Context: an optimization exercise on an open-source flow, tuned for small area, a short achievable clock period and few clock cycles per item. The choices shown serve that exercise and are no tape-out recipe. Where RTL was checked, it was by simulation tests only, not by an equivalence proof against the original.

== rev 12 ==
==> flow/design.v <==
package pcie_tlp_pkg;
    typedef logic [63:0] qword_t;          
    typedef logic [31:0] dword_t;          
    typedef logic [63:0] pcie_addr_t;      
    typedef logic [15:0] requester_id_t;   
    localparam int TLP_LEN_W = 10;         
    typedef logic [TLP_LEN_W-1:0] tlp_len_t;
    typedef enum logic [7:0] {
        MRD32          = 8'h00,   
        MWR32_3DW      = 8'h40,   
        MWR64_4DW_DATA = 8'h60    
    } tlp_fmt_type_e;
    localparam int       TLP_TAG_W     = 8;          
    localparam tlp_len_t MWR_LENGTH_DW = 10'd2;      
    localparam logic [3:0] FULL_BE     = 4'hF;       
    localparam int       NOTIFY_BEATS  = 3;          
    localparam tlp_len_t RX_LENGTH_DW  = 10'd1;
endpackage
package dma_regs_pkg;
    localparam int NUM_CHANNELS = 4;
    localparam int CHAN_SEL_W   = $clog2(NUM_CHANNELS);
    typedef logic [2:0] chan_idx_t;              
    typedef logic [CHAN_SEL_W-1:0] chan_sel_t;   
    typedef enum logic [1:0] {
        REG_ADDR_LO  = 2'd0,   
        REG_ADDR_HI  = 2'd1,   
        REG_DOORBELL = 2'd2,   
        REG_NONE     = 2'd3    
    } reg_sel_e;
    localparam int BAR_CHAN_MSB = 6;
    localparam int BAR_CHAN_LSB = 4;
    localparam int BAR_SEL_MSB  = 3;
    localparam int BAR_SEL_LSB  = 2;
    localparam int RING_BYTES    = 4096;
    localparam int NOTIFY_STRIDE = 8;            
    typedef logic [$clog2(RING_BYTES)-1:0] ring_off_t;
    typedef logic [31:0] seq_t;
endpackage
module pcie_notify_endpoint
(
    input  logic       trn_clk,
    input  logic       reset,
    input  pcie_tlp_pkg::qword_t     trn_rd,
    input  logic       trn_rsof_n,
    input  logic       trn_reof_n,
    input  logic       trn_rsrc_rdy_n,
    input  logic [6:0] trn_rbar_hit_n,
    output logic       trn_rdst_rdy_n,
    output pcie_tlp_pkg::qword_t     trn_td,
    output logic [7:0] trn_trem_n,
    output logic       trn_tsof_n,
    output logic       trn_teof_n,
    output logic       trn_tsrc_rdy_n,
    input  logic       trn_tdst_rdy_n,
    input  logic [7:0] cfg_bus_number,
    input  logic [4:0] cfg_device_number,
    input  logic [2:0] cfg_function_number
);
    localparam int NCH = 4;
    function automatic logic [51:0] inc52(input logic [51:0] x, input logic cin);
        logic [51:0] p;
        p = x;
        for (int d = 1; d < 52; d = d * 2) begin
            for (int i = 51; i >= d; i--) p[i] = p[i] & p[i - d];
        end
        inc52[0] = x[0] ^ cin;
        for (int i = 1; i < 52; i++) inc52[i] = x[i] ^ (cin & p[i - 1]);
    endfunction
    function automatic logic [31:0] inc32(input logic [31:0] x);
        logic [31:0] p;
        p = x;
        for (int d = 1; d < 32; d = d * 2) begin
            for (int i = 31; i >= d; i--) p[i] = p[i] & p[i - d];
        end
        inc32[0] = !x[0];
        for (int i = 1; i < 32; i++) inc32[i] = x[i] ^ p[i - 1];
    endfunction
    function automatic logic [8:0] inc9(input logic [8:0] x);
        logic [8:0] p;
        p = x;
        for (int d = 1; d < 9; d = d * 2) begin
            for (int i = 8; i >= d; i--) p[i] = p[i] & p[i - d];
        end
        inc9[0] = !x[0];
        for (int i = 1; i < 9; i++) inc9[i] = x[i] ^ p[i - 1];
    endfunction
    assign trn_rdst_rdy_n = 1'b0;     
    assign trn_trem_n     = 8'h00;    
    logic        beat;
    logic        hdr_good;    
    logic        acc;         
    logic [1:0]  ch_in;
    logic [1:0]  sel_in;
    logic [31:0] wdata;       
    logic [NCH-1:0] db_now;   
    logic        db_in;       
    assign beat = !trn_rsrc_rdy_n;
    always_ff @(posedge trn_clk) begin
        if (reset) begin
            hdr_good <= 1'b0;
        end else if (beat) begin
            hdr_good <= !trn_rsof_n && trn_reof_n && !trn_rbar_hit_n[0] &&
                        (trn_rd[63:56] == 8'h40) && (trn_rd[41:32] == 10'd1);
        end
    end
    assign acc    = hdr_good && beat && !trn_reof_n && trn_rsof_n && !trn_rd[38];
    assign ch_in  = trn_rd[37:36];
    assign sel_in = trn_rd[35:34];
    assign wdata  = wdata_q & {32{!reset}};
    assign db_in  = acc && (sel_in == 2'd2);
    logic [31:0] wdata_q;
    logic        wr_q;        
    logic [1:0]  ch_q;
    logic [1:0]  sel_q;
    logic [NCH-1:0] we_lo, we_hi, we_db;
    always_ff @(posedge trn_clk) begin
        wdata_q <= trn_rd[31:0];
        ch_q    <= ch_in;
        sel_q   <= sel_in;
        wr_q    <= acc && !reset;
    end
    for (genvar c = 0; c < NCH; c++) begin : g_dec
        assign db_now[c] = db_in && (ch_in == 2'(c));
        assign we_lo[c]  = wr_q && (ch_q == 2'(c)) && (sel_q == 2'd0);
        assign we_hi[c]  = wr_q && (ch_q == 2'(c)) && (sel_q == 2'd1);
        assign we_db[c]  = wr_q && (ch_q == 2'(c)) && (sel_q == 2'd2);
    end
    logic [63:3] base [NCH];
    logic [8:0]  lo   [NCH];
    logic        cy   [NCH];
    logic [31:0] seq  [NCH];
    logic [31:0] db   [NCH];
    logic [NCH-1:0] pend;     
    logic        tvalid_n;    
    logic        tsof_n;
    logic        teof_n;
    logic [63:0] td;
    logic [1:0]  ch_cur;      
    logic [NCH-1:0] ch_oh;    
    logic [NCH-1:0] ch_ohn;   
    logic        upd;         
    logic        upd_a;       
    logic [63:3] base_c;
    logic [8:0]  lo_c;
    logic        cy_c;
    logic [31:0] seq_c;
    logic [31:0] db_c;
    always_comb begin
        base_c = '0;
        lo_c   = '0;
        cy_c   = 1'b0;
        seq_c  = '0;
        db_c   = '0;
        for (int c = 0; c < NCH; c++) begin
            base_c = base_c | (base[c] & {61{ch_oh[c]}});
            lo_c   = lo_c   | (lo[c]   & {9{ch_oh[c]}});
            cy_c   = cy_c   | (cy[c]   & ch_oh[c]);
            seq_c  = seq_c  | (seq[c]  & ~{32{ch_ohn[c]}});
            db_c   = db_c   | (db[c]   & ~{32{ch_ohn[c]}});
        end
    end
    logic [8:0]  lo_nx;
    logic        cy_nx;
    logic [31:0] seq_nx;
    assign lo_nx  = inc9(lo_c);
    assign cy_nx  = cy_c ? (lo_c != base_c[11:3]) : ((lo_c == 9'd0) && (base_c[11:3] != 9'd0));
    assign seq_nx = inc32(td[63:32]) & {32{!reset}};    
    for (genvar c = 0; c < NCH; c++) begin : g_ch
        logic adv_c;      
        logic step_c;     
        assign adv_c  = upd && ch_oh[c];
        assign step_c = upd_a && ch_oh[c];
        always_ff @(posedge trn_clk) begin
            if (reset || we_lo[c]) base[c][31:3]  <= wdata[31:3];
            if (reset || we_hi[c]) base[c][63:32] <= wdata;
            if (reset || adv_c)    seq[c]         <= seq_nx;
            if (we_db[c])          db[c]          <= wdata_q;
        end
        always_ff @(posedge trn_clk) begin
            if (reset) begin
                lo[c] <= '0;
                cy[c] <= 1'b0;
            end else if (we_lo[c]) begin
                lo[c] <= wdata_q[11:3];
                cy[c] <= 1'b0;
            end else if (we_hi[c]) begin
                lo[c] <= base[c][11:3];
                cy[c] <= 1'b0;
            end else begin
                if (step_c) lo[c] <= lo_nx;
                if (adv_c)  cy[c] <= cy_nx;
            end
        end
    end
    logic        adv;         
    logic        any_pend;
    logic [1:0]  rr_ch;       
    logic [1:0]  nxt_ch;
    logic        start;       
    logic        head;        
    logic [63:0] addr_q;
    logic [63:0] hdr_q;
    assign adv      = tvalid_n || !trn_tdst_rdy_n;
    assign any_pend = |pend;
    assign head     = adv && (tvalid_n || !teof_n);
    assign start    = any_pend || db_in;
    always_comb begin
        logic [NCH-1:0] r;    
        case (ch_cur)
            2'd0:    r = {pend[0], pend[3], pend[2], pend[1]};
            2'd1:    r = {pend[1], pend[0], pend[3], pend[2]};
            2'd2:    r = {pend[2], pend[1], pend[0], pend[3]};
            default: r = {pend[3], pend[2], pend[1], pend[0]};
        endcase
        casez (r)
            4'b???1: rr_ch = ch_cur ^ {ch_cur[0], 1'b1};     
            4'b??10: rr_ch = ch_cur ^ 2'd2;                   
            4'b?100: rr_ch = ch_cur ^ {!ch_cur[0], 1'b1};    
            default: rr_ch = ch_cur;
        endcase
    end
    assign nxt_ch = any_pend ? rr_ch : ch_in;
    assign addr_q = {inc52(base_c[63:12], cy_c), lo_c, 3'b000};
    assign hdr_q  = {8'h60, 14'd0, 10'd2, cfg_bus_number, cfg_device_number, cfg_function_number,
                     6'd0, nxt_ch, 8'hFF};
    always_ff @(posedge trn_clk) begin
        if (adv) begin
            if (!tvalid_n && !tsof_n)           td <= addr_q;
            else if (!tvalid_n && teof_n)       td <= {seq_c, db_c};
            else                                td <= hdr_q;
        end
    end
    always_ff @(posedge trn_clk) begin
        if (reset) begin
            tvalid_n <= 1'b1;
            tsof_n   <= 1'b1;
            teof_n   <= 1'b1;
            ch_cur   <= 2'd0;
            ch_oh    <= 4'b0001;
            ch_ohn   <= 4'b1110;
            upd      <= 1'b0;
            upd_a    <= 1'b0;
            pend     <= '0;
        end else begin
            upd   <= adv && !tvalid_n && tsof_n && teof_n;
            upd_a <= adv && !tvalid_n && !tsof_n;
            if (adv) begin
                if (!tvalid_n && !tsof_n) begin
                    tsof_n <= 1'b1;
                end else if (!tvalid_n && teof_n) begin
                    teof_n <= 1'b0;
                end else begin
                    tvalid_n <= !start;
                    tsof_n   <= !start;
                    teof_n   <= 1'b1;
                end
            end
            if (head && start) begin
                ch_cur <= nxt_ch;
                for (int c = 0; c < NCH; c++) begin
                    ch_oh[c]  <= (nxt_ch == 2'(c));
                    ch_ohn[c] <= (nxt_ch != 2'(c));
                end
            end
            for (int c = 0; c < NCH; c++) begin
                if (head && start && nxt_ch == 2'(c)) pend[c] <= 1'b0;
                else if (db_now[c] && !(head && !any_pend)) pend[c] <= 1'b1;
            end
        end
    end
    assign trn_td         = td;
    assign trn_tsof_n     = tsof_n;
    assign trn_teof_n     = teof_n;
    assign trn_tsrc_rdy_n = tvalid_n;
endmodule
==> flow/config.mk <==
export PLATFORM = sky130hd
export DESIGN_NAME = pcie_notify_endpoint
export DESIGN_NICKNAME = pcie_notify_endpoint
export VERILOG_FILES = /design/flow/design.v
export SDC_FILE = /design/flow/constraint.sdc
export NUM_CORES = 4
export LEC_CHECK = 0
export ABC_CLOCK_PERIOD_IN_PS = 2000
export CAP_MARGIN = 20
export CORE_MARGIN = 2
export CORE_UTILIZATION = 40
export PLACE_DENSITY = 0.6
export SETUP_SLACK_MARGIN = 3.4
export SLEW_MARGIN = 20
export TNS_END_PERCENT = 100
==> flow/constraint.sdc <==
create_clock -name core_clock -period 6.0 [get_ports {trn_clk}]
set_input_delay 1.2000 -clock core_clock [delete_from_list [all_inputs] [get_ports {trn_clk}]]
set_output_delay 1.2000 -clock core_clock [all_outputs]
set_load 0.01 [all_outputs]
run.sh (not shown) runs the stock make flow with config.mk's settings and CLKGATE_MAP_FILE= SYNTH_SCRIPT=/design/flow/synth_recipe.tcl, a recipe that flattens the netlist after the stock synthesis.
Testbench counts of rev 12, summed over its fixed seeds: cycles 12,545, items 3,200.
Inputs modified between rev 12 and rev 13:
-- flow/design.v --
<<< rev 12, line 58
);
    localparam int NCH = 4;
    function automatic logic [51:0] inc52(input logic [51:0] x, input logic cin);
        logic [51:0] p;
        p = x;
        for (int d = 1; d < 52; d = d * 2) begin
            for (int i = 51; i >= d; i--) p[i] = p[i] & p[i - d];
        end
        inc52[0] = x[0] ^ cin;
        for (int i = 1; i < 52; i++) inc52[i] = x[i] ^ (cin & p[i - 1]);
    endfunction
    function automatic logic [31:0] inc32(input logic [31:0] x);
        logic [31:0] p;
>>> rev 13, line 58
);
    localparam int NCH = 4;
    function automatic logic [31:0] inc32(input logic [31:0] x);
        logic [31:0] p;
<<< rev 12, line 138
    logic [1:0]  ch_cur;      
    logic [NCH-1:0] ch_oh;    
    logic [NCH-1:0] ch_ohn;   
    logic        upd;         
>>> rev 13, line 129
    logic [1:0]  ch_cur;      
    logic [NCH-1:0] ch_oh;    
    logic [NCH-1:0] ch_ohb;   
    logic [NCH-1:0] ch_ohn;   
    logic        upd;         
<<< rev 12, line 153
        db_c   = '0;
        for (int c = 0; c < NCH; c++) begin
            base_c = base_c | (base[c] & {61{ch_oh[c]}});
            lo_c   = lo_c   | (lo[c]   & {9{ch_oh[c]}});
            cy_c   = cy_c   | (cy[c]   & ch_oh[c]);
            seq_c  = seq_c  | (seq[c]  & ~{32{ch_ohn[c]}});
            db_c   = db_c   | (db[c]   & ~{32{ch_ohn[c]}});
        end
    end
>>> rev 13, line 145
        db_c   = '0;
        for (int c = 0; c < NCH; c++) begin
            base_c = base_c | (base[c] & {{26{ch_oh[c]}}, {35{ch_ohb[c]}}});
            lo_c   = lo_c   | (lo[c]   & {9{ch_ohb[c]}});
            cy_c   = cy_c   | (cy[c]   & ch_ohb[c]);
            seq_c  = seq_c  | (seq[c]  & ~{32{ch_ohn[c]}});
            db_c   = db_c   | (db[c]   & ~{32{ch_ohn[c]}});
        end
    end
    logic [12:0] blk_c;
    always_comb begin
        blk_c = '0;
        for (int c = 0; c < NCH; c++) begin
            for (int j = 0; j < 13; j++) begin
                blk_c[j] = blk_c[j] | ((&base[c][12 + 4 * j +: 4]) & (j >= 7 ? ch_oh[c] : ch_ohb[c]));
            end
        end
    end
    logic [63:12] addr_hi;
    always_comb begin
        logic [13:0] bc;     
        logic        k;
        bc[0] = cy_c;
        for (int j = 0; j < 13; j++) bc[j + 1] = bc[j] & blk_c[j];
        for (int j = 0; j < 13; j++) begin
            k = bc[j];
            for (int b = 0; b < 4; b++) begin
                addr_hi[12 + 4 * j + b] = base_c[12 + 4 * j + b] ^ k;
                k = k & base_c[12 + 4 * j + b];
            end
        end
    end
<<< rev 12, line 165
    assign lo_nx  = inc9(lo_c);
    assign cy_nx  = cy_c ? (lo_c != base_c[11:3]) : ((lo_c == 9'd0) && (base_c[11:3] != 9'd0));
    assign seq_nx = inc32(td[63:32]) & {32{!reset}};    
    for (genvar c = 0; c < NCH; c++) begin : g_ch
        logic adv_c;      
>>> rev 13, line 180
    assign lo_nx  = inc9(lo_c);
    assign cy_nx  = cy_c ? (lo_c != base_c[11:3]) : ((lo_c == 9'd0) && (base_c[11:3] != 9'd0));
    assign seq_nx = inc32(seq_c) & {32{!reset}};
    for (genvar c = 0; c < NCH; c++) begin : g_ch
        logic adv_c;      
<<< rev 12, line 221
    end
    assign nxt_ch = any_pend ? rr_ch : ch_in;
    assign addr_q = {inc52(base_c[63:12], cy_c), lo_c, 3'b000};
    assign hdr_q  = {8'h60, 14'd0, 10'd2, cfg_bus_number, cfg_device_number, cfg_function_number,
                     6'd0, nxt_ch, 8'hFF};
>>> rev 13, line 236
    end
    assign nxt_ch = any_pend ? rr_ch : ch_in;
    assign addr_q = {addr_hi, lo_c, 3'b000};
    assign hdr_q  = {8'h60, 14'd0, 10'd2, cfg_bus_number, cfg_device_number, cfg_function_number,
                     6'd0, nxt_ch, 8'hFF};
<<< rev 12, line 238
            ch_cur   <= 2'd0;
            ch_oh    <= 4'b0001;
            ch_ohn   <= 4'b1110;
            upd      <= 1'b0;
>>> rev 13, line 253
            ch_cur   <= 2'd0;
            ch_oh    <= 4'b0001;
            ch_ohb   <= 4'b1110;     
            ch_ohn   <= 4'b1110;
            upd      <= 1'b0;
<<< rev 12, line 260
                for (int c = 0; c < NCH; c++) begin
                    ch_oh[c]  <= (nxt_ch == 2'(c));
                    ch_ohn[c] <= (nxt_ch != 2'(c));
                end
>>> rev 13, line 276
                for (int c = 0; c < NCH; c++) begin
                    ch_oh[c]  <= (nxt_ch == 2'(c));
                    ch_ohb[c] <= (nxt_ch == 2'(c));
                    ch_ohn[c] <= (nxt_ch != 2'(c));
                end
Notes after the runs:
Compared with rev 12, in rev 13 peak per-stage delay on the critical path moved down, post-route fraction of the period consumed by the critical path moved up, minimum setup slack in the final design moved down. Compared rev 13 vs rev 12, and flip-flop and latch count is up in rev 13. Run comparison: rev 13 cell at the slowest stage of the critical path sky130_fd_sc_hd__dfxtp_4; rev 12 cell at the slowest stage of the critical path sky130_fd_sc_hd__or4_4. Delta (rev 13 minus rev 12): non-clock buffer instance count of the final layout down 0.98%; maximum operating frequency lower.
No functional check of the RTL was part of rev 13.

==> re-timing with driven ports <==
Ports are ideal in the flow. The routed layouts listed here were re-timed in OpenROAD. Step 1 (the two cells are an assumption about what drives the block):
set clk [get_ports {trn_clk}]
set_driving_cell -lib_cell sky130_fd_sc_hd__clkbuf_16 $clk
set_driving_cell -lib_cell sky130_fd_sc_hd__buf_2 [delete_from_list [all_inputs] $clk]
Step 2 times the ports against the registers' clock, not the clock port: input delays grow and output delays shrink by t, the midpoint of the rising clock arrivals with the driver on. a / b / c = ideal / step 1 / step 2; a / b = the first two.
run | t (ns) | setup slack, ns | hold WS [ns] | latest minus earliest clock arrival (ns) | worst register clock-pin slew, ns
rev 12 | 0.665 | 3.244 / 3.244 / 2.826 | 0.451 / 0.451 / 0.451 | 0.025 / 0.025 | 0.06 / 0.06
rev 13 | 0.672 | 3.107 / 3.107 / 2.799 | 0.495 / 0.495 / 0.495 | 0.030 / 0.030 | 0.07 / 0.07
After both steps setup and hold are still met in every run listed. The setup slack of rev 12, which loses most, moves by 0.000 ns with the drivers and by -0.418 ns with both steps.
